Background: an optimization exercise with open tools, aiming at small area, a short achievable clock period and few clock cycles per item. Do not read the settings as production practice. The RTL of this run was laid out without a check of its function. Power figures rest on the tool's default switching activity, not on a simulated workload.

[flow/flow/run.sh]
#!/bin/bash
# The standard layout, with the ports buffered by buf_1 cells instead of the
# default choice of buffer cell.
set -euo pipefail
export BUFFER_PORTS_ARGS="-buffer_cell sky130_fd_sc_hd__buf_1"
bash standard.sh > standard.log 2>&1
[flow/standard.sh]
#!/bin/bash
# synth_recipe.tcl (not shown) runs the flow's synth.tcl, then flattens the netlist and writes it again
# the make line also repeats each setting of config.mk as NAME=value (left out here)
make -C /OpenROAD-flow-scripts/flow DESIGN_CONFIG=/design/flow/config.mk WORK_HOME=/design/flow/orfs CLKGATE_MAP_FILE= SYNTH_SCRIPT=/design/flow/synth_recipe.tcl "${@:-finish}"
[flow/config.mk]
export PLATFORM = sky130hd
export DESIGN_NAME = tx_zc_phase_gen
export DESIGN_NICKNAME = tx_zc_phase_gen
export VERILOG_FILES = /design/flow/design.v
export SDC_FILE = /design/flow/constraint.sdc
export NUM_CORES = 4
export LEC_CHECK = 0
export CAP_MARGIN = 5
export CORE_MARGIN = 2
export CORE_UTILIZATION = 40
export CTS_BUF_LIST = sky130_fd_sc_hd__clkbuf_8
export CTS_CLUSTER_DIAMETER = 60
export CTS_CLUSTER_SIZE = 20
export SETUP_SLACK_MARGIN = 4.7
export SLEW_MARGIN = 5
export TNS_END_PERCENT = 10
[flow/constraint.sdc]
create_clock -name core_clock -period 8.0 [get_ports {sys_clk}]
set_input_delay 1.6000 -clock core_clock [delete_from_list [all_inputs] [get_ports {sys_clk}]]
set_output_delay 1.6000 -clock core_clock [all_outputs]
set_load 0.01 [all_outputs]
[flow/design.v]
package tx_zc_pkg;
    localparam int ZC_NZC_W_DEF = 12;
    localparam int ZC_OUT_W_DEF = 12;
    localparam int ZC_INV_W_DEF = 18;
    localparam int ZC_T_MULT = 24;
endpackage
module tx_zc_mul (
    input  logic        clk,
    input  logic        i_en,
    input  logic [16:0] i_th,
    input  logic [17:0] i_inv,
    output logic [11:0] o_y,
    output logic [16:0] o_p
);
    logic [18:0] thx;
    logic [8:0]  w_neg, w_one, w_two;
    logic [8:0]  neg, one, two;
    logic        r_dsgn;
    logic [18:0] pp0;
    logic [18:0] pp1;
    logic [18:0] pp2;
    logic [18:0] pp3;
    logic [18:0] pp4;
    logic [18:0] pp5;
    logic [18:0] pp6;
    logic [18:0] pp7;
    logic [18:0] pp8;
    logic [34:0] ra, rb;
    logic [34:6] r_a, r_b;
    logic        r_sgn, r_c6;
    logic [6:0]  w_l6;
    logic s1;
    logic c2;
    logic s3;
    logic c4;
    logic s5;
    logic c6;
    logic s7;
    logic c8;
    logic s9;
    logic c10;
    logic s11;
    logic c12;
    logic s13;
    logic c14;
    logic s15;
    logic c16;
    logic s17;
    logic c18;
    logic s19;
    logic c20;
    logic s21;
    logic c22;
    logic s23;
    logic c24;
    logic s25;
    logic c26;
    logic s27;
    logic c28;
    logic s29;
    logic c30;
    logic s31;
    logic c32;
    logic s33;
    logic c34;
    logic s35;
    logic c36;
    logic s37;
    logic c38;
    logic s39;
    logic c40;
    logic s41;
    logic c42;
    logic s43;
    logic c44;
    logic s45;
    logic c46;
    logic s47;
    logic c48;
    logic s49;
    logic c50;
    logic s51;
    logic c52;
    logic s53;
    logic c54;
    logic s55;
    logic c56;
    logic s57;
    logic c58;
    logic s59;
    logic c60;
    logic s61;
    logic c62;
    logic s63;
    logic c64;
    logic s65;
    logic c66;
    logic s67;
    logic c68;
    logic s69;
    logic c70;
    logic s71;
    logic c72;
    logic s73;
    logic c74;
    logic s75;
    logic c76;
    logic s77;
    logic c78;
    logic s79;
    logic c80;
    logic s81;
    logic c82;
    logic s83;
    logic c84;
    logic s85;
    logic c86;
    logic s87;
    logic c88;
    logic s89;
    logic c90;
    logic s91;
    logic c92;
    logic s93;
    logic c94;
    logic s95;
    logic c96;
    logic s97;
    logic c98;
    logic s99;
    logic c100;
    logic s101;
    logic c102;
    logic s103;
    logic c104;
    logic s105;
    logic c106;
    logic s107;
    logic c108;
    logic s109;
    logic c110;
    logic s111;
    logic c112;
    logic s113;
    logic c114;
    logic s115;
    logic c116;
    logic s117;
    logic c118;
    logic s119;
    logic c120;
    logic s121;
    logic c122;
    logic s123;
    logic c124;
    logic s125;
    logic c126;
    logic s127;
    logic c128;
    logic s129;
    logic c130;
    logic s131;
    logic c132;
    logic s133;
    logic c134;
    logic s135;
    logic c136;
    logic s137;
    logic c138;
    logic s139;
    logic c140;
    logic s141;
    logic c142;
    logic s143;
    logic c144;
    logic s145;
    logic c146;
    logic s147;
    logic c148;
    logic s149;
    logic c150;
    logic s151;
    logic c152;
    logic s153;
    logic c154;
    logic s155;
    logic c156;
    logic s157;
    logic c158;
    logic s159;
    logic c160;
    logic s161;
    logic c162;
    logic s163;
    logic c164;
    logic s165;
    logic c166;
    logic s167;
    logic c168;
    logic s169;
    logic c170;
    logic s171;
    logic c172;
    logic s173;
    logic c174;
    logic s175;
    logic c176;
    logic s177;
    logic c178;
    logic s179;
    logic c180;
    logic s181;
    logic c182;
    logic s183;
    logic c184;
    logic s185;
    logic c186;
    logic s187;
    logic c188;
    logic s189;
    logic c190;
    logic s191;
    logic c192;
    logic s193;
    logic c194;
    logic s195;
    logic c196;
    logic s197;
    logic c198;
    logic s199;
    logic c200;
    logic s201;
    logic c202;
    logic s203;
    logic c204;
    logic s205;
    logic c206;
    logic s207;
    logic c208;
    logic s209;
    logic c210;
    logic s211;
    logic c212;
    logic s213;
    logic c214;
    logic s215;
    logic c216;
    logic s217;
    logic c218;
    logic s219;
    logic c220;
    logic s221;
    logic c222;
    logic s223;
    logic c224;
    logic s225;
    logic c226;
    logic s227;
    logic c228;
    logic s229;
    logic c230;
    logic s231;
    logic c232;
    logic s233;
    logic c234;
    logic s235;
    logic c236;
    logic s237;
    logic c238;
    logic s239;
    logic c240;
    logic s241;
    logic c242;
    logic s243;
    logic c244;
    logic s245;
    logic c246;
    logic s247;
    logic c248;
    logic s249;
    logic c250;
    logic s251;
    logic c252;
    logic s253;
    logic c254;
    logic s255;
    logic c256;
    logic s257;
    logic c258;
    logic s259;
    logic c260;
    logic s261;
    logic c262;
    logic s263;
    logic c264;
    logic s265;
    logic c266;
    logic s267;
    logic c268;
    logic s269;
    logic c270;
    logic s271;
    logic c272;
    logic s273;
    logic c274;
    logic s275;
    logic c276;
    logic s277;
    logic c278;
    logic s279;
    logic c280;
    logic s281;
    logic c282;
    logic s283;
    logic c284;
    logic s285;
    logic c286;
    logic s287;
    logic c288;
    logic s289;
    logic c290;
    logic s291;
    logic c292;
    logic s293;
    logic c294;
    logic s295;
    logic c296;
    logic s297;
    logic c298;
    logic s299;
    logic c300;
    logic s301;
    logic c302;
    logic s303;
    logic c304;
    logic s305;
    logic c306;
    assign thx = {i_th[16], i_th, 1'b0};
    always_comb begin
        for (int i = 0; i < 9; i++) begin
            w_neg[i] = thx[2*i+2] & ~(thx[2*i+1] & thx[2*i]);
            w_one[i] = thx[2*i+1] ^ thx[2*i];
            w_two[i] = (thx[2*i+2] & ~thx[2*i+1] & ~thx[2*i]) | (~thx[2*i+2] & thx[2*i+1] & thx[2*i]);
        end
    end
    always_ff @(posedge clk) begin
        if (i_en) begin
            neg    <= w_neg;
            one    <= w_one;
            two    <= w_two;
            r_dsgn <= i_th[16];
        end
    end
    assign pp0 = (({19{one[0]}} & {1'b0, i_inv}) | ({19{two[0]}} & {i_inv, 1'b0})) ^ {19{neg[0]}};
    assign pp1 = (({19{one[1]}} & {1'b0, i_inv}) | ({19{two[1]}} & {i_inv, 1'b0})) ^ {19{neg[1]}};
    assign pp2 = (({19{one[2]}} & {1'b0, i_inv}) | ({19{two[2]}} & {i_inv, 1'b0})) ^ {19{neg[2]}};
    assign pp3 = (({19{one[3]}} & {1'b0, i_inv}) | ({19{two[3]}} & {i_inv, 1'b0})) ^ {19{neg[3]}};
    assign pp4 = (({19{one[4]}} & {1'b0, i_inv}) | ({19{two[4]}} & {i_inv, 1'b0})) ^ {19{neg[4]}};
    assign pp5 = (({19{one[5]}} & {1'b0, i_inv}) | ({19{two[5]}} & {i_inv, 1'b0})) ^ {19{neg[5]}};
    assign pp6 = (({19{one[6]}} & {1'b0, i_inv}) | ({19{two[6]}} & {i_inv, 1'b0})) ^ {19{neg[6]}};
    assign pp7 = (({19{one[7]}} & {1'b0, i_inv}) | ({19{two[7]}} & {i_inv, 1'b0})) ^ {19{neg[7]}};
    assign pp8 = (({19{one[8]}} & {1'b0, i_inv}) | ({19{two[8]}} & {i_inv, 1'b0})) ^ {19{neg[8]}};
    assign s1 = pp0[16] ^ pp1[14];
    assign c2 = pp0[16] & pp1[14];
    assign s3 = pp0[17] ^ pp1[15];
    assign c4 = pp0[17] & pp1[15];
    assign s5 = pp0[18] ^ pp1[16];
    assign c6 = pp0[18] & pp1[16];
    assign s7 = pp1[17] ^ pp2[15];
    assign c8 = pp1[17] & pp2[15];
    assign s9 = pp1[18] ^ pp2[16];
    assign c10 = pp1[18] & pp2[16];
    assign s11 = ~neg[1] ^ pp2[17];
    assign c12 = ~neg[1] & pp2[17];
    assign s13 = pp0[10] ^ pp1[8];
    assign c14 = pp0[10] & pp1[8];
    assign s15 = pp0[11] ^ pp1[9];
    assign c16 = pp0[11] & pp1[9];
    assign s17 = pp0[12] ^ pp1[10] ^ pp2[8];
    assign c18 = (pp0[12] & pp1[10]) | (pp0[12] & pp2[8]) | (pp1[10] & pp2[8]);
    assign s19 = pp3[6] ^ pp4[4];
    assign c20 = pp3[6] & pp4[4];
    assign s21 = pp0[13] ^ pp1[11] ^ pp2[9];
    assign c22 = (pp0[13] & pp1[11]) | (pp0[13] & pp2[9]) | (pp1[11] & pp2[9]);
    assign s23 = pp3[7] ^ pp4[5];
    assign c24 = pp3[7] & pp4[5];
    assign s25 = pp0[14] ^ pp1[12] ^ pp2[10];
    assign c26 = (pp0[14] & pp1[12]) | (pp0[14] & pp2[10]) | (pp1[12] & pp2[10]);
    assign s27 = pp3[8] ^ pp4[6] ^ pp5[4];
    assign c28 = (pp3[8] & pp4[6]) | (pp3[8] & pp5[4]) | (pp4[6] & pp5[4]);
    assign s29 = pp6[2] ^ pp7[0];
    assign c30 = pp6[2] & pp7[0];
    assign s31 = pp0[15] ^ pp1[13] ^ pp2[11];
    assign c32 = (pp0[15] & pp1[13]) | (pp0[15] & pp2[11]) | (pp1[13] & pp2[11]);
    assign s33 = pp3[9] ^ pp4[7] ^ pp5[5];
    assign c34 = (pp3[9] & pp4[7]) | (pp3[9] & pp5[5]) | (pp4[7] & pp5[5]);
    assign s35 = pp6[3] ^ pp7[1];
    assign c36 = pp6[3] & pp7[1];
    assign s37 = pp2[12] ^ pp3[10] ^ pp4[8];
    assign c38 = (pp2[12] & pp3[10]) | (pp2[12] & pp4[8]) | (pp3[10] & pp4[8]);
    assign s39 = pp5[6] ^ pp6[4] ^ pp7[2];
    assign c40 = (pp5[6] & pp6[4]) | (pp5[6] & pp7[2]) | (pp6[4] & pp7[2]);
    assign s41 = pp8[0] ^ neg[8] ^ s1;
    assign c42 = (pp8[0] & neg[8]) | (pp8[0] & s1) | (neg[8] & s1);
    assign s43 = pp2[13] ^ pp3[11] ^ pp4[9];
    assign c44 = (pp2[13] & pp3[11]) | (pp2[13] & pp4[9]) | (pp3[11] & pp4[9]);
    assign s45 = pp5[7] ^ pp6[5] ^ pp7[3];
    assign c46 = (pp5[7] & pp6[5]) | (pp5[7] & pp7[3]) | (pp6[5] & pp7[3]);
    assign s47 = pp8[1] ^ s3 ^ c2;
    assign c48 = (pp8[1] & s3) | (pp8[1] & c2) | (s3 & c2);
    assign s49 = pp2[14] ^ pp3[12] ^ pp4[10];
    assign c50 = (pp2[14] & pp3[12]) | (pp2[14] & pp4[10]) | (pp3[12] & pp4[10]);
    assign s51 = pp5[8] ^ pp6[6] ^ pp7[4];
    assign c52 = (pp5[8] & pp6[6]) | (pp5[8] & pp7[4]) | (pp6[6] & pp7[4]);
    assign s53 = pp8[2] ^ s5 ^ c4;
    assign c54 = (pp8[2] & s5) | (pp8[2] & c4) | (s5 & c4);
    assign s55 = pp3[13] ^ pp4[11] ^ pp5[9];
    assign c56 = (pp3[13] & pp4[11]) | (pp3[13] & pp5[9]) | (pp4[11] & pp5[9]);
    assign s57 = pp6[7] ^ pp7[5] ^ pp8[3];
    assign c58 = (pp6[7] & pp7[5]) | (pp6[7] & pp8[3]) | (pp7[5] & pp8[3]);
    assign s59 = neg[0] ^ s7 ^ c6;
    assign c60 = (neg[0] & s7) | (neg[0] & c6) | (s7 & c6);
    assign s61 = pp3[14] ^ pp4[12] ^ pp5[10];
    assign c62 = (pp3[14] & pp4[12]) | (pp3[14] & pp5[10]) | (pp4[12] & pp5[10]);
    assign s63 = pp6[8] ^ pp7[6] ^ pp8[4];
    assign c64 = (pp6[8] & pp7[6]) | (pp6[8] & pp8[4]) | (pp7[6] & pp8[4]);
    assign s65 = neg[0] ^ s9 ^ c8;
    assign c66 = (neg[0] & s9) | (neg[0] & c8) | (s9 & c8);
    assign s67 = pp3[15] ^ pp4[13] ^ pp5[11];
    assign c68 = (pp3[15] & pp4[13]) | (pp3[15] & pp5[11]) | (pp4[13] & pp5[11]);
    assign s69 = pp6[9] ^ pp7[7] ^ pp8[5];
    assign c70 = (pp6[9] & pp7[7]) | (pp6[9] & pp8[5]) | (pp7[7] & pp8[5]);
    assign s71 = ~neg[0] ^ s11 ^ c10;
    assign c72 = (~neg[0] & s11) | (~neg[0] & c10) | (s11 & c10);
    assign s73 = pp2[18] ^ pp3[16] ^ pp4[14];
    assign c74 = (pp2[18] & pp3[16]) | (pp2[18] & pp4[14]) | (pp3[16] & pp4[14]);
    assign s75 = pp5[12] ^ pp6[10] ^ pp7[8];
    assign c76 = (pp5[12] & pp6[10]) | (pp5[12] & pp7[8]) | (pp6[10] & pp7[8]);
    assign s77 = ~(pp8[6] ^ c12);
    assign c78 = pp8[6] | c12;
    assign s79 = ~neg[2] ^ pp3[17] ^ pp4[15];
    assign c80 = (~neg[2] & pp3[17]) | (~neg[2] & pp4[15]) | (pp3[17] & pp4[15]);
    assign s81 = pp5[13] ^ pp6[11] ^ pp7[9];
    assign c82 = (pp5[13] & pp6[11]) | (pp5[13] & pp7[9]) | (pp6[11] & pp7[9]);
    assign s83 = pp3[18] ^ pp4[16] ^ pp5[14];
    assign c84 = (pp3[18] & pp4[16]) | (pp3[18] & pp5[14]) | (pp4[16] & pp5[14]);
    assign s85 = pp6[12] ^ pp7[10];
    assign c86 = pp6[12] & pp7[10];
    assign s87 = ~neg[3] ^ pp4[17] ^ pp5[15];
    assign c88 = (~neg[3] & pp4[17]) | (~neg[3] & pp5[15]) | (pp4[17] & pp5[15]);
    assign s89 = pp4[18] ^ pp5[16];
    assign c90 = pp4[18] & pp5[16];
    assign s91 = pp0[6] ^ pp1[4];
    assign c92 = pp0[6] & pp1[4];
    assign s93 = pp0[7] ^ pp1[5];
    assign c94 = pp0[7] & pp1[5];
    assign s95 = pp0[8] ^ pp1[6] ^ pp2[4];
    assign c96 = (pp0[8] & pp1[6]) | (pp0[8] & pp2[4]) | (pp1[6] & pp2[4]);
    assign s97 = pp3[2] ^ pp4[0];
    assign c98 = pp3[2] & pp4[0];
    assign s99 = pp0[9] ^ pp1[7] ^ pp2[5];
    assign c100 = (pp0[9] & pp1[7]) | (pp0[9] & pp2[5]) | (pp1[7] & pp2[5]);
    assign s101 = pp3[3] ^ pp4[1];
    assign c102 = pp3[3] & pp4[1];
    assign s103 = pp2[6] ^ pp3[4] ^ pp4[2];
    assign c104 = (pp2[6] & pp3[4]) | (pp2[6] & pp4[2]) | (pp3[4] & pp4[2]);
    assign s105 = pp5[0] ^ neg[5] ^ s13;
    assign c106 = (pp5[0] & neg[5]) | (pp5[0] & s13) | (neg[5] & s13);
    assign s107 = pp2[7] ^ pp3[5] ^ pp4[3];
    assign c108 = (pp2[7] & pp3[5]) | (pp2[7] & pp4[3]) | (pp3[5] & pp4[3]);
    assign s109 = pp5[1] ^ s15 ^ c14;
    assign c110 = (pp5[1] & s15) | (pp5[1] & c14) | (s15 & c14);
    assign s111 = pp5[2] ^ pp6[0] ^ neg[6];
    assign c112 = (pp5[2] & pp6[0]) | (pp5[2] & neg[6]) | (pp6[0] & neg[6]);
    assign s113 = s17 ^ s19 ^ c16;
    assign c114 = (s17 & s19) | (s17 & c16) | (s19 & c16);
    assign s115 = pp5[3] ^ pp6[1] ^ s21;
    assign c116 = (pp5[3] & pp6[1]) | (pp5[3] & s21) | (pp6[1] & s21);
    assign s117 = s23 ^ c18 ^ c20;
    assign c118 = (s23 & c18) | (s23 & c20) | (c18 & c20);
    assign s119 = neg[7] ^ s25 ^ s27;
    assign c120 = (neg[7] & s25) | (neg[7] & s27) | (s25 & s27);
    assign s121 = s29 ^ c22 ^ c24;
    assign c122 = (s29 & c22) | (s29 & c24) | (c22 & c24);
    assign s123 = s31 ^ s33 ^ s35;
    assign c124 = (s31 & s33) | (s31 & s35) | (s33 & s35);
    assign s125 = c26 ^ c28 ^ c30;
    assign c126 = (c26 & c28) | (c26 & c30) | (c28 & c30);
    assign s127 = s37 ^ s39 ^ s41;
    assign c128 = (s37 & s39) | (s37 & s41) | (s39 & s41);
    assign s129 = c32 ^ c34 ^ c36;
    assign c130 = (c32 & c34) | (c32 & c36) | (c34 & c36);
    assign s131 = s43 ^ s45 ^ s47;
    assign c132 = (s43 & s45) | (s43 & s47) | (s45 & s47);
    assign s133 = c38 ^ c40 ^ c42;
    assign c134 = (c38 & c40) | (c38 & c42) | (c40 & c42);
    assign s135 = s49 ^ s51 ^ s53;
    assign c136 = (s49 & s51) | (s49 & s53) | (s51 & s53);
    assign s137 = c44 ^ c46 ^ c48;
    assign c138 = (c44 & c46) | (c44 & c48) | (c46 & c48);
    assign s139 = s55 ^ s57 ^ s59;
    assign c140 = (s55 & s57) | (s55 & s59) | (s57 & s59);
    assign s141 = c50 ^ c52 ^ c54;
    assign c142 = (c50 & c52) | (c50 & c54) | (c52 & c54);
    assign s143 = s61 ^ s63 ^ s65;
    assign c144 = (s61 & s63) | (s61 & s65) | (s63 & s65);
    assign s145 = c56 ^ c58 ^ c60;
    assign c146 = (c56 & c58) | (c56 & c60) | (c58 & c60);
    assign s147 = s67 ^ s69 ^ s71;
    assign c148 = (s67 & s69) | (s67 & s71) | (s69 & s71);
    assign s149 = c62 ^ c64 ^ c66;
    assign c150 = (c62 & c64) | (c62 & c66) | (c64 & c66);
    assign s151 = s73 ^ s75 ^ s77;
    assign c152 = (s73 & s75) | (s73 & s77) | (s75 & s77);
    assign s153 = c68 ^ c70 ^ c72;
    assign c154 = (c68 & c70) | (c68 & c72) | (c70 & c72);
    assign s155 = pp8[7] ^ s79 ^ s81;
    assign c156 = (pp8[7] & s79) | (pp8[7] & s81) | (s79 & s81);
    assign s157 = c74 ^ c76 ^ c78;
    assign c158 = (c74 & c76) | (c74 & c78) | (c76 & c78);
    assign s159 = ~(pp8[8] ^ s83);
    assign c160 = pp8[8] | s83;
    assign s161 = s85 ^ c80 ^ c82;
    assign c162 = (s85 & c80) | (s85 & c82) | (c80 & c82);
    assign s163 = pp6[13] ^ pp7[11] ^ pp8[9];
    assign c164 = (pp6[13] & pp7[11]) | (pp6[13] & pp8[9]) | (pp7[11] & pp8[9]);
    assign s165 = s87 ^ c84 ^ c86;
    assign c166 = (s87 & c84) | (s87 & c86) | (c84 & c86);
    assign s167 = pp6[14] ^ pp7[12] ^ pp8[10];
    assign c168 = (pp6[14] & pp7[12]) | (pp6[14] & pp8[10]) | (pp7[12] & pp8[10]);
    assign s169 = ~(s89 ^ c88);
    assign c170 = s89 | c88;
    assign s171 = ~neg[4] ^ pp5[17] ^ pp6[15];
    assign c172 = (~neg[4] & pp5[17]) | (~neg[4] & pp6[15]) | (pp5[17] & pp6[15]);
    assign s173 = pp7[13] ^ pp8[11] ^ c90;
    assign c174 = (pp7[13] & pp8[11]) | (pp7[13] & c90) | (pp8[11] & c90);
    assign s175 = pp5[18] ^ pp6[16] ^ pp7[14];
    assign c176 = (pp5[18] & pp6[16]) | (pp5[18] & pp7[14]) | (pp6[16] & pp7[14]);
    assign s177 = ~pp8[12];
    assign c178 = pp8[12];
    assign s179 = ~neg[5] ^ pp6[17] ^ pp7[15];
    assign c180 = (~neg[5] & pp6[17]) | (~neg[5] & pp7[15]) | (pp6[17] & pp7[15]);
    assign s181 = pp6[18] ^ pp7[16];
    assign c182 = pp6[18] & pp7[16];
    assign s183 = pp0[4] ^ pp1[2];
    assign c184 = pp0[4] & pp1[2];
    assign s185 = pp0[5] ^ pp1[3] ^ pp2[1];
    assign c186 = (pp0[5] & pp1[3]) | (pp0[5] & pp2[1]) | (pp1[3] & pp2[1]);
    assign s187 = pp2[2] ^ pp3[0] ^ neg[3];
    assign c188 = (pp2[2] & pp3[0]) | (pp2[2] & neg[3]) | (pp3[0] & neg[3]);
    assign s189 = pp2[3] ^ pp3[1] ^ s93;
    assign c190 = (pp2[3] & pp3[1]) | (pp2[3] & s93) | (pp3[1] & s93);
    assign s191 = neg[4] ^ s95 ^ s97;
    assign c192 = (neg[4] & s95) | (neg[4] & s97) | (s95 & s97);
    assign s193 = s99 ^ s101 ^ c96;
    assign c194 = (s99 & s101) | (s99 & c96) | (s101 & c96);
    assign s195 = s103 ^ s105 ^ c100;
    assign c196 = (s103 & s105) | (s103 & c100) | (s105 & c100);
    assign s197 = s107 ^ s109 ^ c104;
    assign c198 = (s107 & s109) | (s107 & c104) | (s109 & c104);
    assign s199 = s111 ^ s113 ^ c108;
    assign c200 = (s111 & s113) | (s111 & c108) | (s113 & c108);
    assign s201 = s115 ^ s117 ^ c112;
    assign c202 = (s115 & s117) | (s115 & c112) | (s117 & c112);
    assign s203 = s119 ^ s121 ^ c116;
    assign c204 = (s119 & s121) | (s119 & c116) | (s121 & c116);
    assign s205 = s123 ^ s125 ^ c120;
    assign c206 = (s123 & s125) | (s123 & c120) | (s125 & c120);
    assign s207 = s127 ^ s129 ^ c124;
    assign c208 = (s127 & s129) | (s127 & c124) | (s129 & c124);
    assign s209 = s131 ^ s133 ^ c128;
    assign c210 = (s131 & s133) | (s131 & c128) | (s133 & c128);
    assign s211 = s135 ^ s137 ^ c132;
    assign c212 = (s135 & s137) | (s135 & c132) | (s137 & c132);
    assign s213 = s139 ^ s141 ^ c136;
    assign c214 = (s139 & s141) | (s139 & c136) | (s141 & c136);
    assign s215 = s143 ^ s145 ^ c140;
    assign c216 = (s143 & s145) | (s143 & c140) | (s145 & c140);
    assign s217 = s147 ^ s149 ^ c144;
    assign c218 = (s147 & s149) | (s147 & c144) | (s149 & c144);
    assign s219 = s151 ^ s153 ^ c148;
    assign c220 = (s151 & s153) | (s151 & c148) | (s153 & c148);
    assign s221 = s155 ^ s157 ^ c152;
    assign c222 = (s155 & s157) | (s155 & c152) | (s157 & c152);
    assign s223 = s159 ^ s161 ^ c156;
    assign c224 = (s159 & s161) | (s159 & c156) | (s161 & c156);
    assign s225 = s163 ^ s165 ^ c160;
    assign c226 = (s163 & s165) | (s163 & c160) | (s165 & c160);
    assign s227 = s167 ^ s169 ^ c164;
    assign c228 = (s167 & s169) | (s167 & c164) | (s169 & c164);
    assign s229 = s171 ^ s173 ^ c168;
    assign c230 = (s171 & s173) | (s171 & c168) | (s173 & c168);
    assign s231 = s175 ^ s177 ^ c172;
    assign c232 = (s175 & s177) | (s175 & c172) | (s177 & c172);
    assign s233 = pp8[13] ^ s179 ^ c176;
    assign c234 = (pp8[13] & s179) | (pp8[13] & c176) | (s179 & c176);
    assign s235 = ~(pp8[14] ^ s181);
    assign c236 = pp8[14] | s181;
    assign s237 = ~neg[6] ^ pp7[17] ^ pp8[15];
    assign c238 = (~neg[6] & pp7[17]) | (~neg[6] & pp8[15]) | (pp7[17] & pp8[15]);
    assign s239 = pp7[18] ^ pp8[16];
    assign c240 = pp7[18] & pp8[16];
    assign s241 = pp0[2] ^ pp1[0];
    assign c242 = pp0[2] & pp1[0];
    assign s243 = pp0[3] ^ pp1[1];
    assign c244 = pp0[3] & pp1[1];
    assign s245 = pp2[0] ^ neg[2] ^ s183;
    assign c246 = (pp2[0] & neg[2]) | (pp2[0] & s183) | (neg[2] & s183);
    assign s247 = ~(s185 ^ c184);
    assign c248 = s185 | c184;
    assign s249 = s91 ^ s187 ^ c186;
    assign c250 = (s91 & s187) | (s91 & c186) | (s187 & c186);
    assign s251 = c92 ^ s189 ^ c188;
    assign c252 = (c92 & s189) | (c92 & c188) | (s189 & c188);
    assign s253 = c94 ^ s191 ^ c190;
    assign c254 = (c94 & s191) | (c94 & c190) | (s191 & c190);
    assign s255 = c98 ^ s193 ^ c192;
    assign c256 = (c98 & s193) | (c98 & c192) | (s193 & c192);
    assign s257 = c102 ^ s195 ^ c194;
    assign c258 = (c102 & s195) | (c102 & c194) | (s195 & c194);
    assign s259 = c106 ^ s197 ^ c196;
    assign c260 = (c106 & s197) | (c106 & c196) | (s197 & c196);
    assign s261 = c110 ^ s199 ^ c198;
    assign c262 = (c110 & s199) | (c110 & c198) | (s199 & c198);
    assign s263 = c114 ^ s201 ^ c200;
    assign c264 = (c114 & s201) | (c114 & c200) | (s201 & c200);
    assign s265 = c118 ^ s203 ^ c202;
    assign c266 = (c118 & s203) | (c118 & c202) | (s203 & c202);
    assign s267 = c122 ^ s205 ^ c204;
    assign c268 = (c122 & s205) | (c122 & c204) | (s205 & c204);
    assign s269 = c126 ^ s207 ^ c206;
    assign c270 = (c126 & s207) | (c126 & c206) | (s207 & c206);
    assign s271 = c130 ^ s209 ^ c208;
    assign c272 = (c130 & s209) | (c130 & c208) | (s209 & c208);
    assign s273 = c134 ^ s211 ^ c210;
    assign c274 = (c134 & s211) | (c134 & c210) | (s211 & c210);
    assign s275 = c138 ^ s213 ^ c212;
    assign c276 = (c138 & s213) | (c138 & c212) | (s213 & c212);
    assign s277 = c142 ^ s215 ^ c214;
    assign c278 = (c142 & s215) | (c142 & c214) | (s215 & c214);
    assign s279 = c146 ^ s217 ^ c216;
    assign c280 = (c146 & s217) | (c146 & c216) | (s217 & c216);
    assign s281 = c150 ^ s219 ^ c218;
    assign c282 = (c150 & s219) | (c150 & c218) | (s219 & c218);
    assign s283 = c154 ^ s221 ^ c220;
    assign c284 = (c154 & s221) | (c154 & c220) | (s221 & c220);
    assign s285 = c158 ^ s223 ^ c222;
    assign c286 = (c158 & s223) | (c158 & c222) | (s223 & c222);
    assign s287 = c162 ^ s225 ^ c224;
    assign c288 = (c162 & s225) | (c162 & c224) | (s225 & c224);
    assign s289 = c166 ^ s227 ^ c226;
    assign c290 = (c166 & s227) | (c166 & c226) | (s227 & c226);
    assign s291 = c170 ^ s229 ^ c228;
    assign c292 = (c170 & s229) | (c170 & c228) | (s229 & c228);
    assign s293 = c174 ^ s231 ^ c230;
    assign c294 = (c174 & s231) | (c174 & c230) | (s231 & c230);
    assign s295 = c178 ^ s233 ^ c232;
    assign c296 = (c178 & s233) | (c178 & c232) | (s233 & c232);
    assign s297 = c180 ^ s235 ^ c234;
    assign c298 = (c180 & s235) | (c180 & c234) | (s235 & c234);
    assign s299 = c182 ^ s237 ^ c236;
    assign c300 = (c182 & s237) | (c182 & c236) | (s237 & c236);
    assign s301 = ~(s239 ^ c238);
    assign c302 = s239 | c238;
    assign s303 = ~neg[7] ^ pp8[17] ^ c240;
    assign c304 = (~neg[7] & pp8[17]) | (~neg[7] & c240) | (pp8[17] & c240);
    assign s305 = ~pp8[18];
    assign c306 = pp8[18];
    assign ra[0] = pp0[0];
    assign rb[0] = neg[0];
    assign ra[1] = pp0[1];
    assign rb[1] = 1'b0;
    assign ra[2] = neg[1];
    assign rb[2] = s241;
    assign ra[3] = s243;
    assign rb[3] = c242;
    assign ra[4] = s245;
    assign rb[4] = c244;
    assign ra[5] = s247;
    assign rb[5] = c246;
    assign ra[6] = s249;
    assign rb[6] = c248;
    assign ra[7] = s251;
    assign rb[7] = c250;
    assign ra[8] = s253;
    assign rb[8] = c252;
    assign ra[9] = s255;
    assign rb[9] = c254;
    assign ra[10] = s257;
    assign rb[10] = c256;
    assign ra[11] = s259;
    assign rb[11] = c258;
    assign ra[12] = s261;
    assign rb[12] = c260;
    assign ra[13] = s263;
    assign rb[13] = c262;
    assign ra[14] = s265;
    assign rb[14] = c264;
    assign ra[15] = s267;
    assign rb[15] = c266;
    assign ra[16] = s269;
    assign rb[16] = c268;
    assign ra[17] = s271;
    assign rb[17] = c270;
    assign ra[18] = s273;
    assign rb[18] = c272;
    assign ra[19] = s275;
    assign rb[19] = c274;
    assign ra[20] = s277;
    assign rb[20] = c276;
    assign ra[21] = s279;
    assign rb[21] = c278;
    assign ra[22] = s281;
    assign rb[22] = c280;
    assign ra[23] = s283;
    assign rb[23] = c282;
    assign ra[24] = s285;
    assign rb[24] = c284;
    assign ra[25] = s287;
    assign rb[25] = c286;
    assign ra[26] = s289;
    assign rb[26] = c288;
    assign ra[27] = s291;
    assign rb[27] = c290;
    assign ra[28] = s293;
    assign rb[28] = c292;
    assign ra[29] = s295;
    assign rb[29] = c294;
    assign ra[30] = s297;
    assign rb[30] = c296;
    assign ra[31] = s299;
    assign rb[31] = c298;
    assign ra[32] = s301;
    assign rb[32] = c300;
    assign ra[33] = s303;
    assign rb[33] = c302;
    assign ra[34] = s305;
    assign rb[34] = c304;
    assign w_l6 = {1'b0, ra[5:0]} + {1'b0, rb[5:0]};
    always_ff @(posedge clk) begin
        if (i_en) begin
            r_a   <= ra[34:6];
            r_b   <= rb[34:6];
            r_sgn <= r_dsgn;
            r_c6  <= w_l6[6];
        end
    end
    logic [22:6] w_lo;
    logic [17:0] w_sum;
    assign w_sum = {r_a[22:6], r_c6} + {r_b[22:6], r_c6};
    assign w_lo  = w_sum[17:1];
    assign o_p  = w_lo[22:6];
    logic [34:17] w_p, w_o, w_g;
    logic         w_z0, w_z1;
    assign w_p   = r_a[34:17] ^ r_b[34:17];
    assign w_o   = r_a[34:17] | r_b[34:17];
    assign w_g   = r_a[34:17] & r_b[34:17];
    assign w_z0  = !w_lo[17] && (w_o[33:17] == w_p[34:18]);
    assign w_z1  = w_lo[17] && (w_g[33:17] == ~w_p[34:18]);
    assign o_y   = (w_z0 || w_z1) ? w_lo[17:6] : (r_sgn ? 12'h800 : 12'h7ff);
endmodule
module tx_zc_phase_gen #(
    parameter int NZC_W  = tx_zc_pkg::ZC_NZC_W_DEF,
    parameter int OUT_W  = tx_zc_pkg::ZC_OUT_W_DEF,
    parameter int INV_W  = tx_zc_pkg::ZC_INV_W_DEF,
    parameter int PH_W   = NZC_W + 5
) (
    input  logic             sys_clk,
    input  logic             rst,
    input  logic             start,
    input  logic             abort,
    input  logic [NZC_W-1:0] zc_N_zc,
    input  logic [NZC_W-1:0] zc_len,
    input  logic [NZC_W-1:0] zc_start_index,
    input  logic [PH_W-1:0]  zc_Q,
    input  logic [PH_W-1:0]  zc_P,
    input  logic [INV_W-1:0] zc_inv_T,
    input  logic             theta_ready,
    output logic             theta_valid,
    output logic [OUT_W-1:0] theta_data,
    output logic             theta_last,
    output logic             busy,
    output logic             cfg_err
);
    logic        r_busy, r_pend;
    logic        r_ck_n3, r_ck_lnz;             
    logic [2:0]  r_ck_sl;                       
    logic [2:0]  r_ck_q, r_ck_p;                
    logic        r_ph_e0;    
    logic        r_ph_run;   
    logic        r_ph_w1;    
    logic        r_ph_w2;    
    logic        r_ph_w3;    
    logic        r_s1_valid, r_s1_last, r_s2_valid, r_s2_last, r_out_valid, r_out_last;
    logic [11:0] r_out_data;
    logic [11:0] r_nzc;          
    logic [13:0] r_t3;           
    logic [16:0] r_q;            
    logic [16:0] r_p;            
    logic [17:0] r_inv;          
    logic [11:0] r_rem;          
    logic [11:0] r_skip;         
    logic [11:0]        r_mc;    
    logic               r_wrap;  
    logic               r_usep;  
    logic signed [16:0] r_th;    
    logic [16:0]        r_e;     
    logic [4:0]         r_z;     
    logic [4:0]         r_pm;    
    logic [13:0] w_3n;
    logic [14:0] w_qc_a, w_qc_b, w_qc_s, w_qc_c;
    logic [14:0] w_pc_s, w_pc_c;
    logic [8:0]  w_qc_lo, w_pc_lo;
    logic [6:0]  w_qc_h0, w_qc_h1, w_pc_h0, w_pc_h1;
    logic        w_idle;
    logic [15:0] w_q2_a, w_q2_b, w_q2_s, w_q2_c, w_q2x;
    logic        w_cfg_ok, w_accept, w_adv, w_step, w_done, w_last_step;
    logic [16:0] w_t, w_half;
    logic [16:0] w_q2;
    logic [18:0] w_tha, w_thb, w_tnx, w_hnx, w_ths, w_s1, w_c1, w_ths_m, w_s2, w_c2, w_thc;
    logic [16:0] w_th_nxt;
    logic        w_wrap_nxt, w_e0_nxt;
    logic [16:0] w_ea;
    logic [18:0] w_eq, w_tx, w_ed, w_s3, w_c3, w_edt;
    logic [16:0] w_e_nxt;
    logic [1:0]  w_p3;
    logic [4:0]  w_pm;
    logic [3:0]  w_zl_s;
    logic [4:0]  w_z_nxt, w_zth5;
    logic [16:0] w_zth;
    logic [17:0] r_mul_b;        
    logic [11:0] w_sat;
    logic [16:0] w_prod;
    logic        w_th_ld;
    logic [16:0] w_th_d;
    assign w_qc_a   = {3'b000, zc_N_zc};
    assign w_qc_b   = ~{1'b0, zc_N_zc, 2'b00};
    assign w_qc_s   = w_qc_a ^ w_qc_b ^ {1'b0, zc_Q[16:3]};
    assign w_qc_c   = {(w_qc_a[13:0] & w_qc_b[13:0]) | ((w_qc_a[13:0] | w_qc_b[13:0]) & zc_Q[16:3]), 1'b1};
    assign w_pc_s   = w_qc_a ^ w_qc_b ^ {1'b0, zc_P[16:3]};
    assign w_pc_c   = {(w_qc_a[13:0] & w_qc_b[13:0]) | ((w_qc_a[13:0] | w_qc_b[13:0]) & zc_P[16:3]), 1'b1};
    assign w_qc_lo  = {1'b0, w_qc_s[7:0]} + {1'b0, w_qc_c[7:0]};
    assign w_qc_h0  = w_qc_s[14:8] + w_qc_c[14:8];
    assign w_qc_h1  = w_qc_s[14:8] + w_qc_c[14:8] + 7'd1;
    assign w_pc_lo  = {1'b0, w_pc_s[7:0]} + {1'b0, w_pc_c[7:0]};
    assign w_pc_h0  = w_pc_s[14:8] + w_pc_c[14:8];
    assign w_pc_h1  = w_pc_s[14:8] + w_pc_c[14:8] + 7'd1;
    assign w_cfg_ok = r_ck_n3 && r_ck_lnz &&
                      (r_ck_sl[2] || (r_ck_sl[1] && r_ck_sl[0])) &&
                      (r_ck_q[2] ? r_ck_q[1] : r_ck_q[0]) &&
                      (r_ck_p[2] ? r_ck_p[1] : r_ck_p[0]);
    assign w_accept = r_pend && w_cfg_ok;
    assign w_idle   = !r_busy && !w_accept;
    assign w_adv       = !(r_out_valid && !theta_ready);
    assign w_step      = w_adv && r_ph_run;
    assign w_last_step = (r_rem == 12'd1);
    assign w_done      = r_out_valid && r_out_last && theta_ready;
    assign w_t    = {r_t3, 3'b000};
    assign w_half = {1'b0, r_t3, 2'b00};
    assign w_3n    = 14'(r_nzc) + {1'b0, r_nzc, 1'b0};
    assign w_q2_a  = {4'b0000, r_nzc};
    assign w_q2_b  = ~{2'b00, r_nzc, 2'b00};
    assign w_q2_s  = w_q2_a ^ w_q2_b ^ {1'b0, r_q[16:2]};
    assign w_q2_c  = {(w_q2_a[14:0] & w_q2_b[14:0]) | ((w_q2_a[14:0] | w_q2_b[14:0]) & r_q[16:2]), 1'b1};
    assign w_q2x   = w_q2_s + w_q2_c;
    assign w_q2    = w_q2x[15] ? {r_q[15:0], 1'b0} : {w_q2x[13:0], r_q[1:0], 1'b0};
    assign w_tha  = {r_th[16], r_th[16], r_th};
    assign w_thb  = {2'b00, r_e};
    assign w_tnx  = ~{2'b00, w_t};
    assign w_hnx  = ~{2'b00, w_half};
    assign w_ths  = w_tha + w_thb;
    assign w_s1   = w_tha ^ w_thb ^ w_tnx;
    assign w_c1   = {(w_tha[17:0] & w_thb[17:0]) | (w_tha[17:0] & w_tnx[17:0]) | (w_thb[17:0] & w_tnx[17:0]), 1'b1};
    assign w_ths_m = w_s1 + w_c1;
    assign w_s2   = w_tha ^ w_thb ^ w_hnx;
    assign w_c2   = {(w_tha[17:0] & w_thb[17:0]) | (w_tha[17:0] & w_hnx[17:0]) | (w_thb[17:0] & w_hnx[17:0]), 1'b1};
    assign w_thc  = w_s2 + w_c2;
    assign w_th_nxt = w_thc[18] ? w_ths[16:0] : w_ths_m[16:0];
    assign w_ea   = r_usep ? r_p : r_e;
    assign w_eq   = ~{2'b00, r_q};
    assign w_tx   = {2'b00, w_t};
    assign w_ed   = {2'b00, w_ea} - {2'b00, r_q};
    assign w_s3   = {2'b00, w_ea} ^ w_eq ^ w_tx;
    assign w_c3   = {({1'b0, w_ea} & w_eq[17:0]) | ({1'b0, w_ea} & w_tx[17:0]) | (w_eq[17:0] & w_tx[17:0]), 1'b1};
    assign w_edt  = w_s3 + w_c3;
    assign w_e_nxt = w_ed[18] ? w_edt[16:0] : w_ed[16:0];
    function automatic logic [1:0] add3(input logic [1:0] a, input logic [1:0] b);
        case ({a, b})
            4'b0000: add3 = 2'd0;  4'b0001: add3 = 2'd1;  4'b0010: add3 = 2'd2;
            4'b0100: add3 = 2'd1;  4'b0101: add3 = 2'd2;  4'b0110: add3 = 2'd0;
            4'b1000: add3 = 2'd2;  4'b1001: add3 = 2'd0;  4'b1010: add3 = 2'd1;
            default: add3 = 2'd0;
        endcase
    endfunction
    function automatic logic [1:0] red3(input logic [1:0] g);
        red3 = {g[1] & ~g[0], g[0] & ~g[1]};
    endfunction
    always_comb begin
        logic [1:0] r0, r1, r2, r3, r4, r5, r6;
        r0 = red3(r_p[4:3]);   r1 = red3(r_p[6:5]);   r2 = red3(r_p[8:7]);
        r3 = red3(r_p[10:9]);  r4 = red3(r_p[12:11]); r5 = red3(r_p[14:13]);
        r6 = red3(r_p[16:15]);
        w_p3 = add3(add3(add3(r0, r1), add3(r2, r3)), add3(add3(r4, r5), r6));
    end
    assign w_pm = {w_p3, r_p[2:0]};
    assign w_zl_s  = {1'b0, r_z[2:0]} + {1'b0, r_pm[2:0]};
    assign w_z_nxt = {add3(add3(r_z[4:3], r_pm[4:3]), {1'b0, w_zl_s[3]}), w_zl_s[2:0]};
    assign w_zth5  = (r_z[4:3] == 2'd2) ? {2'b11, r_z[2:0]} :
                     (r_z[4:3] == 2'd1 && r_z[2]) ? {2'b10, r_z[2:0]} : {1'b0, r_z[3], r_z[2:0]};
    assign w_zth   = {{12{w_zth5[4]}}, w_zth5};
    always_comb begin
        if (r_pend)       w_th_d = '0;
        else if (r_ph_w3) w_th_d = w_prod;
        else if (r_wrap)  w_th_d = w_zth;
        else              w_th_d = w_th_nxt;
    end
    assign w_th_ld = r_pend || (w_adv && (r_ph_run || r_ph_w3));
    always_ff @(posedge sys_clk) begin
        r_mul_b <= ((r_ph_w1 && w_adv) || (r_ph_w2 && !w_adv)) ? {r_nzc, 6'b000000} : r_inv;
    end
    tx_zc_mul u_mul (.clk(sys_clk), .i_en(w_adv), .i_th(r_th), .i_inv(r_mul_b),
                     .o_y(w_sat), .o_p(w_prod));
    assign w_e0_nxt   = !rst && !abort && w_accept;
    assign w_wrap_nxt = r_pend ? 1'b0 : (w_step ? (!r_wrap && r_mc == 12'd2) : r_wrap);
    always_ff @(posedge sys_clk) begin
        if (rst || abort) begin
            r_busy      <= 1'b0;
            r_pend      <= 1'b0;
            r_ph_e0     <= 1'b0;
            r_ph_run    <= 1'b0;
            r_ph_w1     <= 1'b0;
            r_ph_w2     <= 1'b0;
            r_ph_w3     <= 1'b0;
            r_s1_valid  <= 1'b0;
            r_s1_last   <= 1'b0;
            r_s2_valid  <= 1'b0;
            r_s2_last   <= 1'b0;
            r_out_valid <= 1'b0;
            r_out_last  <= 1'b0;
        end else begin
            r_pend  <= w_idle && start;
            r_ph_e0 <= w_accept;
            if (w_accept) begin
                r_busy <= 1'b1;
            end else if (r_busy) begin
                if (w_done) r_busy <= 1'b0;
                if (r_ph_e0) r_ph_run <= 1'b1;
                if (w_adv) begin
                    if (r_ph_run && (w_last_step || r_wrap)) r_ph_run <= 1'b0;
                    r_ph_w1 <= r_ph_run && !w_last_step && r_wrap;
                    r_ph_w2 <= r_ph_w1;
                    r_ph_w3 <= r_ph_w2;
                    if (r_ph_w3) r_ph_run <= 1'b1;
                end
            end
            if (w_adv) begin
                r_s1_valid  <= w_step && (r_skip == '0);
                r_s1_last   <= w_last_step;
                r_s2_valid  <= r_s1_valid;
                r_s2_last   <= r_s1_last;
                r_out_valid <= r_s2_valid;
                r_out_last  <= r_s2_last;
            end
        end
    end
    always_ff @(posedge sys_clk) begin
        if (w_idle) begin
            r_nzc  <= zc_N_zc;
            r_q    <= zc_Q;
            r_p    <= zc_P;
            r_inv  <= zc_inv_T;
            r_rem  <= zc_len;
            r_skip <= zc_start_index;
        end else begin
            if (r_pend) r_q <= w_q2;
            if (w_step) begin
                r_rem <= r_rem - 12'd1;
                if (r_skip != '0) r_skip <= r_skip - 12'd1;
            end
        end
    end
    always_ff @(posedge sys_clk) begin
        if (w_th_ld) begin
            r_th <= w_th_d;
        end
        r_t3   <= w_3n;
        r_ck_n3  <= (zc_N_zc[11:2] != '0) || (zc_N_zc[1:0] == 2'd3);
        r_ck_lnz <= (zc_len != '0);
        r_ck_sl  <= {zc_start_index[11:6] < zc_len[11:6], zc_start_index[11:6] == zc_len[11:6],
                     zc_start_index[5:0] < zc_len[5:0]};
        r_ck_q   <= {w_qc_lo[8], w_qc_h1[6], w_qc_h0[6]};
        r_ck_p   <= {w_pc_lo[8], w_pc_h1[6], w_pc_h0[6]};
        r_wrap <= w_wrap_nxt;
        r_usep <= w_e0_nxt || w_wrap_nxt;
        if (r_pend) begin
            r_mc   <= r_nzc;
            r_pm   <= w_pm;
            r_z    <= w_pm;
        end
        if (r_ph_e0) begin
            r_e <= w_e_nxt;
        end
        if (w_step) begin
            r_e <= w_e_nxt;
            if (r_wrap) begin
                r_z    <= w_z_nxt;
                r_mc   <= r_nzc;
            end else begin
                r_mc   <= r_mc - 12'd1;
            end
        end
        if (w_adv) begin
            r_out_data <= w_sat;
        end
    end
    assign theta_valid = r_out_valid;
    assign theta_data  = r_out_data;
    assign theta_last  = r_out_last;
    assign busy        = r_busy || w_accept;
    assign cfg_err     = r_pend && !w_cfg_ok;
endmodule
==> summary.txt <==
## metrics by stage
stage | util | total power, mW | worst slack (ns)
2_1_floorplan | - | 7.45 | 4.43
3_3_place_gp | 0.421 | 9.05 | 3.43
3_5_place_dp | 0.421 | 9.23 | 3.35
4_1_cts | 0.454 | 10.9 | 4.46
5_1_grt | 0.463 | 12.1 | 4.37
6_report | 0.463 | 11.0 | 4.44
## worst max-delay path: cells and delay by family, from the launching register on
kind | cells | cell delay, ns
AO/OA/AOI/OAI | 1 | 0.19
adder cells (fa/ha/maj) | 5 | 2.12
XOR/XNOR | 1 | 0.15
buffers and inverters | 3 | 0.31
flip-flops | 1 | 0.54
## where the power goes
group          internal, mW  total [mW]  leakage (nW)  switching (mW)
sequential             2.42        2.71          2.99           0.295
clock                 0.605        1.29         0.433           0.687
combinational          3.05        6.99          11.0            3.94
total                  6.07        11.0          14.4            4.92
## per-layer routing
layer / vias up / global-route usage
met2: 530 / 0.348
met3: 150 / 0.0283
li1: 10300 / -
met5: - / 0
met1: 10200 / 0.262
met4: 0 / 0.0673
## repair_timing
item,4_1_cts,5_1_grt
endpoints found under the setup margin,189,185
resized for setup,126,71
pin swaps,31,41
cloned,5,3
buffers inserted,98,33
## final cells by class
class / count / area share
repair buffers: 264 / 0.0607
inverters: 509 / 0.0605
flip-flops and latches: 301 / 0.260
multi-input cells: 1989 / 0.556
clock buffers: 41 / 0.0174
diodes: 1 / 0.0000771
well taps: 940 / 0.0362
clock inverters: 28 / 0.00860
## worst paths after layout
path	slack, ns	end
max	4.44	u_mul.r_a[17]
min reg2reg	0.45	r_mul_b[1]
max reg2reg	4.44	u_mul.r_a[17]
min	0.45	r_mul_b[1]
## logic make-up (layout without fill, tap and decap cells)
| kind of cell | Yosys count | in the layout |
|---|---|---|
| fa+ha+maj | 463 | 463 |
| flops | 301 | 301 |
| other cells | 0 | 1 |
| buf+inv | 639 | 842 |
| xor+xnor | 316 | 316 |
| mux | 72 | 72 |
| simple gates | 561 | 561 |
| compound gates | 577 | 577 |
## state kept, by name, summed over array words and instances, names as in the netlist, 9 cells and up
name        count
r_e            17
r_inv          18
r_mc           12
r_mul_b        18
r_nzc          12
r_out_data     12
r_p            17
r_q            17
r_rem          12
r_skip         12
r_t3           14
r_th           17
u_mul.neg       9
u_mul.one       9
u_mul.r_a      29
u_mul.r_b      29
## placed cells by master, fill, tap and decap left out, types with 13 or more instances in the layout
| cell | instances |
|---|---|
| inv_1 | 483 |
| ha_1 | 245 |
| edfxtp_1 | 238 |
| fa_1 | 200 |
| xnor2_1 | 194 |
| nand2_1 | 190 |
| a22oi_1 | 132 |
| xor2_1 | 120 |
| buf_4 | 117 |
| nor2_1 | 111 |
| buf_1 | 106 |
| o21ai_0 | 101 |
| a21oi_1 | 88 |
| mux2i_1 | 51 |
| nor3_1 | 44 |
| nand3_1 | 44 |
| dfxtp_1 | 42 |
| clkbuf_8 | 41 |
| o21a_1 | 40 |
| a21o_1 | 35 |
| nand2b_1 | 28 |
| a211oi_1 | 24 |
| or3_1 | 23 |
| nor2b_1 | 23 |
| inv_2 | 21 |
| buf_12 | 18 |
| nand4_1 | 16 |
| a31oi_1 | 16 |
| nor4_1 | 15 |
| buf_6 | 15 |
| dfxtp_2 | 15 |
| ha_4 | 13 |
==> summary.md <==
| Metric | Value |
|---|---|
| Post-synthesis xor/xnor area fraction | `0.0982` |
| Mapped cell area | `28200 µm²` |
| Ports | `109` |
| CP cell instances | `buf_4, a22oi_1, xnor2_1, ha_1, inv_1, fa_1, fa_1, fa_1, inv_1, fa_1` |
| Post-synthesis mux area share | `0.0269` |
| Synth top area cells | `edfxtp_1, fa_1, ha_1, inv_1, xnor2_1` |
| Register area | `8450 µm²` |
| Yosys cell types | `79` |
| Worst r2r src | `u_mul.one[0]` |
| Syn Area/Cell | `9.64 µm²` |
| Largest net degree at the start of global routing | `108` |
| Overflow after GRT | `0` |
| Fill cell count | `6673` |
| CTS tree | `yes` |
| Slowest stage delay, CP | `0.55 ns` |
| Worst Setup Start Kind | `register` |
| Most used cell, CP | `fa_1` |
| Die X | `270 µm` |
| Min Tclk post-route | `3.56 ns` |
| Hold_sp | `r_inv[1]` |
| Die Y | `270 µm` |
| Die area | `72800 µm²` |
| Worst hold path type | `register to register` |
| First-pass GRT wire length | `117 mm` |
| Met2 WL post-DR | `35.7 mm` |
| Wire length per cell | `18.2 µm` |
| Synth async-reset ratio | `0` |
| Synth warn | `2` |
| Number of placement rows | `97` |
| Pwr Density | `339 nW/µm²` |
| Hold_ws | `0.448 ns` |
| Main combinational cell family by area after synthesis | `adder cells` |
| Clock sinks | `301` |
| CTS Hold Buffers Added | `0` |
| CTS Buf Count | `38` |
| Reg clk slew, reported paths | `0.08 ns` |
| Highest metal used | `met4` |
| Post-synthesis compound-gate area fraction | `0.138` |
| Multi-input gate area | `18000 µm²` |
| Worst Path Arrival | `3.92 ns` |
| Post-Synth Adder-Cell Area | `0.259` |
| P&R area growth vs syn | `14.9%` |
| Number of synthesized register bits | `301` |
| Part of the Yosys area used for sequential elements | `0.298` |
| Area share of the largest cell type after synthesis | `0.253` |
| Port Buffers | `108` |
| DRT Pass-1 Iters | `8` |
| Hold Violations, Final | `0` |
| Latest clock arrival within the worst-skew pair | `0.63 ns` |
| CTS Buffer Depth | `3` |
| Clk root buf | `clkbuf_8` |
| CP max stage cell | `fa_1` |
| Setup TNS | `0 ns` |
| Req. time, crit path | `8.36 ns` |
| DP HPWL | `55.4 mm` |
| Post-synthesis instance total | `2929` |
| Vias after detailed routing | `21.2k` |
| Initial antenna violation count | `1` |
| Met3 WL | `3.38 mm` |
| Most instantiated cells after synthesis | `inv_1, ha_1, edfxtp_1` |
| Pleak | `14.4 nW` |
| Placed cell count | `3864` |
| Status | `timing/DRC/antenna clean` |
| Last weighted congestion value of the routability-driven placer | `0.873` |
| GRT Overall Usage | `0.202` |
| Post-DR vias/cell | `5.20` |
| RSZ-0062 raised after global routing | `true` |
| Relative slew slack | `0.325` |
| Max Slew Vio Count | `0` |
| # setup viols final | `0` |
| H-tree depth | `2` |
| Largest area contributor in the netlist | `edfxtp_1` |
| Worst-margin pin slew | `1.01 ns` |
| Peak VDD IR | `179 µV` |
| Design Area, Final | `32400 µm²` |
| Initial detailed-routing violation count | `1641` |
| Antenna-violating nets left | `0` |
| Routed wire length | `74.3 mm` |
| Most common cell in the netlist | `inv_1` |
| Synthesized net count | `3485` |
| Setup CP Type | `register to register` |
| Residual DRC | `0` |
| Critical path endpoint category | `register` |
| Placement Cell Area | `29500 µm²` |
| CP Max Fanout | `4` |
| Met1 Wirelength | `32.6 mm` |
| Reg2Reg Depth | `10` |
| Final Cycle Share | `0.445` |
| Hold Path Depth | `1` |
| Crit path launch | `u_mul.one[0]` |
| Simple-Gate Fraction of Synth Area | `0.0950` |
| Initial Utilization | `0.403` |
| Post-synth top flop | `edfxtp_1` |
| Number of synthesized flops with an enable pin | `238` |
| Clock Skews | `0.0295 ns` |
| Final non-filler cell total | `4073` |
| Max Fclk | `281 MHz` |
| Vias in the first global route | `21.3k` |
| Nets | `3659` |
| # Max-Cap Violations | `0` |
| Share of cells above drive strength 1 | `0.125` |
| Placeable Area | `70000 µm²` |

port drivers added, routing unchanged:
The results above use ideal ports. As a check the final layout listed here was re-extracted and re-timed, cells and wires unchanged. Step 1, drivers: a clkbuf_16 drives sys_clk and a buf_2 each remaining input, both assumed. Step 2, shift: input delay + t, output delay - t, t = (earliest + latest rising clock arrival at the registers) / 2. This alone moves slack from input paths to output paths. Three values: ideal, step 1, step 2; two values: the first two.
t (ns): 0.670
setup WS [ns]: 4.442 / 4.442 / 3.915
worst register clock-pin slew, ns: 0.09 / 0.09
After both steps setup and hold are still met in this run. The setup slack of this run moves by 0.000 ns with the drivers and by -0.527 ns with both steps.
